Context: an optimization exercise on an open-source flow, tuned for small area, a short achievable clock period and few clock cycles per item. The choices shown serve that exercise and are no tape-out recipe.
The RTL was checked by simulation tests, not by an equivalence proof against the original design.
No activity file was given, so power comes from the tool's default toggle rates.

File: design.v
`timescale 1ns / 1ps
`default_nettype none
package lrud_pkg;
    localparam int WAYS     = 8;
    localparam int TAG_BITS = 32;
    localparam int TAG_W    = (TAG_BITS < 32) ? TAG_BITS : 32;
    localparam int WAY_W    = $clog2(WAYS);
    localparam int AGE_W    = $clog2(WAYS);
    localparam int CNT_W    = $clog2(WAYS + 1);
    localparam int KIND_W   = 2;
    localparam int BLOCK_W  = 32;
    localparam int OWAY_W   = 3;
    localparam int TOTAL_W  = 16;
    localparam int ADDR_W   = 3;
    localparam int DATA_W   = 32;
    localparam int CAP_W    = 4;
    localparam logic [0:0]       REG_WAYS_IN_USE = 1'b0;
    localparam logic [CAP_W-1:0] CAP_RESET       = 4'd8;
    typedef enum logic [KIND_W-1:0] {
        KIND_LOOKUP = 2'd0,
        KIND_INSERT = 2'd1,
        KIND_MARK   = 2'd2
    } t_kind;
    typedef struct packed {
        logic [KIND_W-1:0]  kind;
        logic [BLOCK_W-1:0] block_number;
        logic               insert_dirty;
    } t_req;
    typedef struct packed {
        logic               hit;
        logic [OWAY_W-1:0]  way;
        logic               evicted;
        logic [BLOCK_W-1:0] evicted_block;
        logic               evicted_dirty;
        logic [TOTAL_W-1:0] hit_total;
        logic [TOTAL_W-1:0] miss_total;
    } t_res;
endpackage
`default_nettype wire
`timescale 1ns / 1ps
`default_nettype none
module lrud_cfg (
    input  wire logic                        i_clk,
    input  wire logic                        i_rst_n,
    input  wire logic                        psel,
    input  wire logic                        penable,
    input  wire logic                        pwrite,
    input  wire logic [lrud_pkg::ADDR_W-1:0] paddr,
    input  wire logic [lrud_pkg::DATA_W-1:0] pwdata,
    output logic      [lrud_pkg::DATA_W-1:0] prdata,
    output logic                             pready,
    output logic      [lrud_pkg::CAP_W-1:0]  o_ways_in_use
);
    logic                       sel_ways_in_use;
    logic [lrud_pkg::CAP_W-1:0] r_cap;
    logic                       wr_en;
    assign sel_ways_in_use = (paddr[lrud_pkg::ADDR_W-1:2] == lrud_pkg::REG_WAYS_IN_USE);
    assign pready          = 1'b1;
    assign wr_en           = psel && penable && pwrite && pready && sel_ways_in_use;
    always_ff @(posedge i_clk) begin
        if (!i_rst_n) begin
            r_cap <= lrud_pkg::CAP_RESET;
        end else if (wr_en) begin
            r_cap <= pwdata[lrud_pkg::CAP_W-1:0];
        end
    end
    always_comb begin
        prdata = '0;
        if (sel_ways_in_use) begin
            prdata = lrud_pkg::DATA_W'(r_cap);
        end
    end
    assign o_ways_in_use = r_cap;
endmodule
`default_nettype wire
`timescale 1ns / 1ps
`default_nettype none
module lrud_dir (
    input  wire logic                       i_clk,
    input  wire logic                       i_rst_n,
    input  wire logic                       i_req_valid,
    input  wire lrud_pkg::t_req             i_req,
    input  wire logic [lrud_pkg::CAP_W-1:0] i_cap,
    output lrud_pkg::t_res                  o_res
);
    localparam int WAYS  = lrud_pkg::WAYS;
    localparam int TAG_W = lrud_pkg::TAG_W;
    localparam int WAY_W = lrud_pkg::WAY_W;
    localparam int AGE_W = lrud_pkg::AGE_W;
    localparam int CNT_W = lrud_pkg::CNT_W;
    localparam int TOT_W = lrud_pkg::TOTAL_W;
    logic [WAYS-1:0]             r_valid, n_valid;
    logic [WAYS-1:0]             r_dirty, n_dirty;
    logic [AGE_W-1:0]            r_age [WAYS];
    logic [AGE_W-1:0]            n_age [WAYS];
    logic [TAG_W-1:0]            r_tag [WAYS];
    logic [TOT_W-1:0]            r_hit_cnt, n_hit_cnt;
    logic [TOT_W-1:0]            r_miss_cnt, n_miss_cnt;
    logic [TAG_W-1:0]            req_tag;
    logic                        hit_any;
    logic [WAY_W-1:0]            hit_way;
    logic                        vic_found;
    logic [WAY_W-1:0]            vic_way;
    logic [WAY_W-1:0]            free_way;
    logic [CNT_W-1:0]            used;
    logic [CNT_W-1:0]            cap;
    logic                        evict;
    logic [WAY_W-1:0]            slot;
    logic                        tag_we;
    logic [AGE_W-1:0]            touch_age [WAYS];
    assign req_tag = i_req.block_number[TAG_W-1:0];
    always_comb begin
        hit_any  = 1'b0;
        hit_way  = '0;
        free_way = '0;
        used     = '0;
        for (int i = WAYS - 1; i >= 0; i--) begin
            if (r_valid[i] && (r_tag[i] == req_tag)) begin
                hit_any = 1'b1;
                hit_way = WAY_W'(i);
            end
            if (!r_valid[i]) begin
                free_way = WAY_W'(i);
            end
        end
        for (int i = 0; i < WAYS; i++) begin
            used = used + CNT_W'(r_valid[i]);
        end
    end
    always_comb begin
        vic_found = 1'b0;
        vic_way   = '0;
        for (int i = 0; i < WAYS; i++) begin
            if (r_valid[i] && (!vic_found || (r_age[i] > r_age[vic_way]))) begin
                vic_found = 1'b1;
                vic_way   = WAY_W'(i);
            end
        end
    end
    always_comb begin
        if (i_cap == '0) begin
            cap = CNT_W'(1);
        end else if (32'(i_cap) > 32'(WAYS)) begin
            cap = CNT_W'(WAYS);
        end else begin
            cap = CNT_W'(i_cap);
        end
    end
    assign evict = (used >= cap) && vic_found;
    assign slot  = evict ? vic_way : free_way;
    always_comb begin
        for (int i = 0; i < WAYS; i++) begin
            touch_age[i] = r_age[i];
            if ((WAY_W'(i) != hit_way) && r_valid[i] && (r_age[i] < r_age[hit_way])) begin
                touch_age[i] = r_age[i] + AGE_W'(1);
            end
        end
        touch_age[hit_way] = '0;
    end
    always_comb begin
        n_valid    = r_valid;
        n_dirty    = r_dirty;
        for (int i = 0; i < WAYS; i++) begin
            n_age[i] = r_age[i];
        end
        n_hit_cnt  = r_hit_cnt;
        n_miss_cnt = r_miss_cnt;
        tag_we     = 1'b0;
        o_res      = '0;
        case (i_req.kind)
            lrud_pkg::KIND_LOOKUP: begin
                if (hit_any) begin
                    o_res.hit = 1'b1;
                    o_res.way = lrud_pkg::OWAY_W'(hit_way);
                    for (int i = 0; i < WAYS; i++) begin
                        n_age[i] = touch_age[i];
                    end
                    if (r_hit_cnt != '1) begin
                        n_hit_cnt = r_hit_cnt + TOT_W'(1);
                    end
                end else if (r_miss_cnt != '1) begin
                    n_miss_cnt = r_miss_cnt + TOT_W'(1);
                end
            end
            lrud_pkg::KIND_INSERT: begin
                if (hit_any) begin
                    o_res.hit        = 1'b1;
                    n_dirty[hit_way] = i_req.insert_dirty;
                    for (int i = 0; i < WAYS; i++) begin
                        n_age[i] = touch_age[i];
                    end
                end else begin
                    if (evict) begin
                        o_res.evicted       = 1'b1;
                        o_res.evicted_block = lrud_pkg::BLOCK_W'(r_tag[vic_way]);
                        o_res.evicted_dirty = r_dirty[vic_way];
                    end
                    for (int i = 0; i < WAYS; i++) begin
                        if (r_valid[i] && (WAY_W'(i) != slot)) begin
                            n_age[i] = r_age[i] + AGE_W'(1);
                        end
                    end
                    n_valid[slot] = 1'b1;
                    n_dirty[slot] = i_req.insert_dirty;
                    n_age[slot]   = '0;
                    tag_we        = 1'b1;
                    o_res.way     = lrud_pkg::OWAY_W'(slot);
                end
            end
            lrud_pkg::KIND_MARK: begin
                if (hit_any) begin
                    o_res.hit        = 1'b1;
                    o_res.way        = lrud_pkg::OWAY_W'(hit_way);
                    n_dirty[hit_way] = 1'b1;
                end
            end
            default: begin
            end
        endcase
        o_res.hit_total  = n_hit_cnt;
        o_res.miss_total = n_miss_cnt;
    end
    always_ff @(posedge i_clk) begin
        if (!i_rst_n) begin
            r_valid    <= '0;
            r_dirty    <= '0;
            r_hit_cnt  <= '0;
            r_miss_cnt <= '0;
            for (int i = 0; i < WAYS; i++) begin
                r_age[i] <= '0;
            end
        end else if (i_req_valid) begin
            r_valid    <= n_valid;
            r_dirty    <= n_dirty;
            r_hit_cnt  <= n_hit_cnt;
            r_miss_cnt <= n_miss_cnt;
            for (int i = 0; i < WAYS; i++) begin
                r_age[i] <= n_age[i];
            end
        end
    end
    always_ff @(posedge i_clk) begin
        if (i_req_valid && tag_we) begin
            r_tag[slot] <= req_tag;
        end
    end
endmodule
`default_nettype wire
`timescale 1ns / 1ps
`default_nettype none
module lru_block_cache_directory (
    input  wire logic                          i_clk,
    input  wire logic                          i_rst_n,
    input  wire logic                          i_in_valid,
    output logic                               o_in_stall,
    input  wire logic [lrud_pkg::KIND_W-1:0]   i_kind,
    input  wire logic [lrud_pkg::BLOCK_W-1:0]  i_block_number,
    input  wire logic                          i_insert_dirty,
    output logic                               o_out_valid,
    input  wire logic                          i_out_stall,
    output logic                               o_hit,
    output logic      [lrud_pkg::OWAY_W-1:0]   o_way,
    output logic                               o_evicted,
    output logic      [lrud_pkg::BLOCK_W-1:0]  o_evicted_block,
    output logic                               o_evicted_dirty,
    output logic      [lrud_pkg::TOTAL_W-1:0]  o_hit_total,
    output logic      [lrud_pkg::TOTAL_W-1:0]  o_miss_total,
    input  wire logic                          psel,
    input  wire logic                          penable,
    input  wire logic                          pwrite,
    input  wire logic [lrud_pkg::ADDR_W-1:0]   paddr,
    input  wire logic [lrud_pkg::DATA_W-1:0]   pwdata,
    output logic      [lrud_pkg::DATA_W-1:0]   prdata,
    output logic                               pready
);
    logic                       r_in_valid;
    lrud_pkg::t_req             r_req;
    logic                       r_out_valid;
    lrud_pkg::t_res             r_res;
    lrud_pkg::t_res             dir_res;
    logic [lrud_pkg::CAP_W-1:0] cap;
    logic                       in_acc;
    logic                       proc;
    assign proc       = r_in_valid && (!r_out_valid || !i_out_stall);
    assign o_in_stall = r_in_valid && !proc;
    assign in_acc     = i_in_valid && !o_in_stall;
    always_ff @(posedge i_clk) begin
        if (!i_rst_n) begin
            r_in_valid  <= 1'b0;
            r_out_valid <= 1'b0;
        end else begin
            if (in_acc) begin
                r_in_valid <= 1'b1;
            end else if (proc) begin
                r_in_valid <= 1'b0;
            end
            if (proc) begin
                r_out_valid <= 1'b1;
            end else if (!i_out_stall) begin
                r_out_valid <= 1'b0;
            end
        end
    end
    always_ff @(posedge i_clk) begin
        if (in_acc) begin
            r_req.kind         <= i_kind;
            r_req.block_number <= i_block_number;
            r_req.insert_dirty <= i_insert_dirty;
        end
        if (proc) begin
            r_res <= dir_res;
        end
    end
    lrud_cfg u_cfg (
        .i_clk         (i_clk),
        .i_rst_n       (i_rst_n),
        .psel          (psel),
        .penable       (penable),
        .pwrite        (pwrite),
        .paddr         (paddr),
        .pwdata        (pwdata),
        .prdata        (prdata),
        .pready        (pready),
        .o_ways_in_use (cap)
    );
    lrud_dir u_dir (
        .i_clk       (i_clk),
        .i_rst_n     (i_rst_n),
        .i_req_valid (proc),
        .i_req       (r_req),
        .i_cap       (cap),
        .o_res       (dir_res)
    );
    assign o_out_valid     = r_out_valid;
    assign o_hit           = r_res.hit;
    assign o_way           = r_res.way;
    assign o_evicted       = r_res.evicted;
    assign o_evicted_block = r_res.evicted_block;
    assign o_evicted_dirty = r_res.evicted_dirty;
    assign o_hit_total     = r_res.hit_total;
    assign o_miss_total    = r_res.miss_total;
endmodule
`default_nettype wire
File: run.sh
#!/bin/bash
# synth_recipe.tcl (not shown) runs the flow's synth.tcl, then flattens the netlist and writes it again
# the make line also repeats each setting of config.mk as NAME=value (left out here)
make -C /OpenROAD-flow-scripts/flow DESIGN_CONFIG=/design/flow/config.mk WORK_HOME=/design/flow/orfs CLKGATE_MAP_FILE= SYNTH_SCRIPT=/design/flow/synth_recipe.tcl finish
File: config.mk
export PLATFORM = sky130hd
export DESIGN_NAME = lru_block_cache_directory
export DESIGN_NICKNAME = lru_block_cache_directory
export VERILOG_FILES = /design/flow/design.v
export SDC_FILE = /design/flow/constraint.sdc
export NUM_CORES = 4
export LEC_CHECK = 0
export CAP_MARGIN = 20
export CORE_MARGIN = 2
export CORE_UTILIZATION = 40
export SLEW_MARGIN = 20
File: constraint.sdc
create_clock -name core_clock -period 13.0 [get_ports {i_clk}]
set_input_delay 2.6000 -clock core_clock [delete_from_list [all_inputs] [get_ports {i_clk}]]
set_output_delay 2.6000 -clock core_clock [all_outputs]
set_load 0.01 [all_outputs]
==> run summary <==
==> power by group through the flow <==
stage	Combinational, mW	Clock [mW]	Sequential, mW
finish	0.204	1.55	1.58
global route	0.214	1.62	1.58
CTS	0.202	1.57	1.58
detailed placement	0.201	0	1.61
global placement	0.201	0	1.61
floorplan	0.119	0	1.59
==> registers in the layout, summed over array words and instances, names as in the netlist <==
register / flops
r_out_valid: 1
r_req: 35
r_in_valid: 1
u_dir.r_hit_cnt: 16
u_dir.r_valid: 8
u_dir.r_age: 24
r_res: 70
u_dir.r_miss_cnt: 16
u_dir.r_dirty: 8
u_cfg.r_cap: 4
u_dir.r_tag: 256
==> synth_stat cells (72+ instances only) <==
cell,n
edfxtp_1,361
clkbuf_1,85
nand3_1,133
dfxtp_1,78
nor4_1,76
xnor2_1,137
nand2_1,483
nor2_1,132
o21ai_0,72
a21oi_1,109
o211ai_1,74
xor2_1,154
==> final timing paths <==
kind | to | start | slack (ns) | cells past startpoint
max | u_dir.r_age[6][1]$_SDFFE_PN0P_ | u_dir.r_age[1][1]$_SDFFE_PN0P_ | 0.66 | 67
max reg2reg | u_dir.r_age[6][1]$_SDFFE_PN0P_ | u_dir.r_age[1][1]$_SDFFE_PN0P_ | 0.66 | 67
min | u_dir.r_miss_cnt[14]$_SDFFE_PN0P_ | u_dir.r_miss_cnt[14]$_SDFFE_PN0P_ | 0.50 | 2
min reg2reg | u_dir.r_miss_cnt[14]$_SDFFE_PN0P_ | u_dir.r_miss_cnt[14]$_SDFFE_PN0P_ | 0.50 | 2
==> kinds of logic after synthesis <==
logic type	after synthesis	share of synthesized area
AND/OR/NAND/NOR	1084	0.207
flip-flops	439	0.496
adder cells (fa/ha/maj)	73	0.0377
XOR/XNOR	291	0.102
multiplexers	20	0.00836
other	2	0.000300
buffers and inverters	213	0.0414
AO/OA/AOI/OAI	408	0.107
==> layout make-up <==
type | instances | area (um^2)
multi-input cells | 1905 | 11900
repair buffers | 233 | 2240
well taps | 837 | 1050
fillers | 5747 | 32100
inverters | 57 | 216
flip-flops and latches | 439 | 12400
clock inverters | 34 | 438
clock buffers | 61 | 1360
==> layer usage <==
| metal | share of wire | track usage | up-vias |
|---|---|---|---|
| met5 | 0 | 0 | - |
| met4 | 0.046 | 0.120 | 0 |
| met3 | 0.059 | 0.0336 | 160 |
| met2 | 0.49 | 0.475 | 801 |
| met1 | 0.41 | 0.353 | 10100 |
| li1 | - | - | 9422 |
==> critical path: cells and delay by family (launching register included) <==
family,cells,cell delay [ns]
buf+inv,8,1.16
simple gates,20,2.51
flops,1,0.35
mux,1,0.19
compound gates,29,5.46
fa+ha+maj,9,2.50
==> what timing repair did <==
| item | in CTS | in global routing |
|---|---|---|
| setup buffers | 0 | 5 |
| cloned | 0 | 0 |
| endpoints found under the setup margin | 1 | 135 |
| gates resized for setup | 1 | 26 |
| pin swaps | 0 | 8 |
==> per-stage QoR <==
step           setup TNS [ns]  power (mW)  instance area [um^2]
2_1_floorplan          -67.20        1.71                 25100
3_3_place_gp                0        1.81                 27600
3_5_place_dp                0        1.81                 27600
4_1_cts                     0        3.35                 29400
5_1_grt               -0.0174        3.42                 29600
6_report                    0        3.33                 29600
==> impl_metrics.tcl <==
set metrics [dict create \
    p_leak_nw 10.3 \
    netlist_instances 2530 \
    grt_first_pass_wirelength_um 131000 \
    layout_common_cells "nand2_1, edfxtp_1, xor2_1" \
    dieWidth_um 254 \
    clock_latency_ns 0.61 \
    die_area_um2 64500 \
    cts_root_buffer "clkbuf_16" \
    clock_path_buffers 3 \
    max-cap-violations 0 \
    period_share 0.949 \
    num_rows 91 \
    critPathLaunchType "flip-flop" \
    final_common_cell "nand2_1" \
    grt_overflow_total 0 \
    antenna_found_initial 0 \
    yosys_warnings 6 \
    die-height_um 254 \
    netSwitchingFraction 0.236 \
    synth_area_leader_cell "edfxtp_1" \
    synth_top_area_share 0.434 \
    grt_max_degree 53 \
    pre_cts_ws_ns 0.0708 \
    drt_iter0_markers 1988 \
    timing.final.ws_setup_ns 0.659 \
    share_seq_of_total_power 0.475 \
    path_max_fanout 5 \
    via_per_inst 5.73 \
    first_global_vias 19600 \
    clkTransAtPathRegs_ns 0.06 \
    peakVddDrop_v 0.0000979 \
    htree_levels 2 \
    wire_per_inst_um 25.4 \
    status "no timing/DRC/antenna violations" \
    yosysUniqueCellTypes 92 \
    gp_congestion 0.978 \
    ioPinCount 182 \
    num_vias 20400 \
    hold_viol_final 0 \
    yosysSeqAreaShare 0.496 \
    ant_nets 0 \
    syn_avg_cell_area_um2 9.88 \
    core_area_um2 61700 \
    clock.fmax_mhz 81.0 \
    hold_ws_ns 0.500 \
    p_int_mw 2.54 \
    cts.sinks 439 \
    critPathCaptureType "flip-flop" \
    synth-async-reset-ratio 0 \
    dp.cells 3466 \
    syn_to_final_growth_pct 18.3 \
    slowest_delay_ns 0.38 \
    antennaDiodeCount 0 \
    firstDrtPassIters 6 \
    start_util 0.405 \
    yosys_register_bits 439 \
    clkPwrFrac 0.464 \
    path_class "flip-flop to flip-flop" \
    cts_tree "yes" \
    utilization 0.479 \
    grt_usage 0.278 \
    port_buffers 122 \
    p_comb_frac 0.061 \
    finalSetupViolations 0 \
    slew_violations 0 \
    fin_crit_ns 12.34 \
    required_ns 13.46 \
    synth_flop_cell "edfxtp_1" \
    dp_hpwl_um 66100 \
    hold_path.class "flip-flop to flip-flop" \
    layoutNonFillerInstCount 3566 \
    syn-cell-area_um2 25000 \
    critPathSlowestCell "o311a_4" \
    ys_top_cells_by_area "edfxtp_1, nand2_1, dfxtp_1, xor2_1, xnor2_1" \
    drive_gt1_frac 0.0945 \
    relSlewSlack 0.330 \
    ctsHoldBuffers 0 \
    power.switching_mw 0.786 \
    fin_nets 2837 \
    tightest_slew_ns 1.00 \
    worstPathArrival_ns 12.80 \
    drt-total-wl_um 90500 \
    fin_worst_skew_ns 0.0320 \
    p_per_area_nw_per_um2 113 \
    cts_buffers 51 \
    drcViolationCount 0 \
    path_common_cell "ha_1" \
    synth_edf_count 361 \
]
Testbench counts, summed over its fixed seeds: cycles 16,016, items 16,000.

[afterwards: timing with drivers on the ports]
In the flow no input, the clock included, has a driving cell. The finished layout below was timed again as built, in two steps.
Step 1 sets driving cells, clkbuf_16 on the clock port and buf_2 on the other inputs (assumed; they add their load-dependent delay and slew).
Step 2 also shifts input and output timing later by t, the mid clock arrival at the registers, as if the neighbouring blocks saw the same clock.
a / b / c = ideal ports / drivers / drivers and shift; a / b = the first two.
t (ns): 0.657
setup slack, ns: 0.659 / 0.659 / 0.659
hold WS [ns]: 0.500 / 0.500 / 0.500
After both steps setup and hold are still met in this run. For this run, drivers alone change the setup slack by 0.000 ns; drivers and shift together by 0.000 ns.
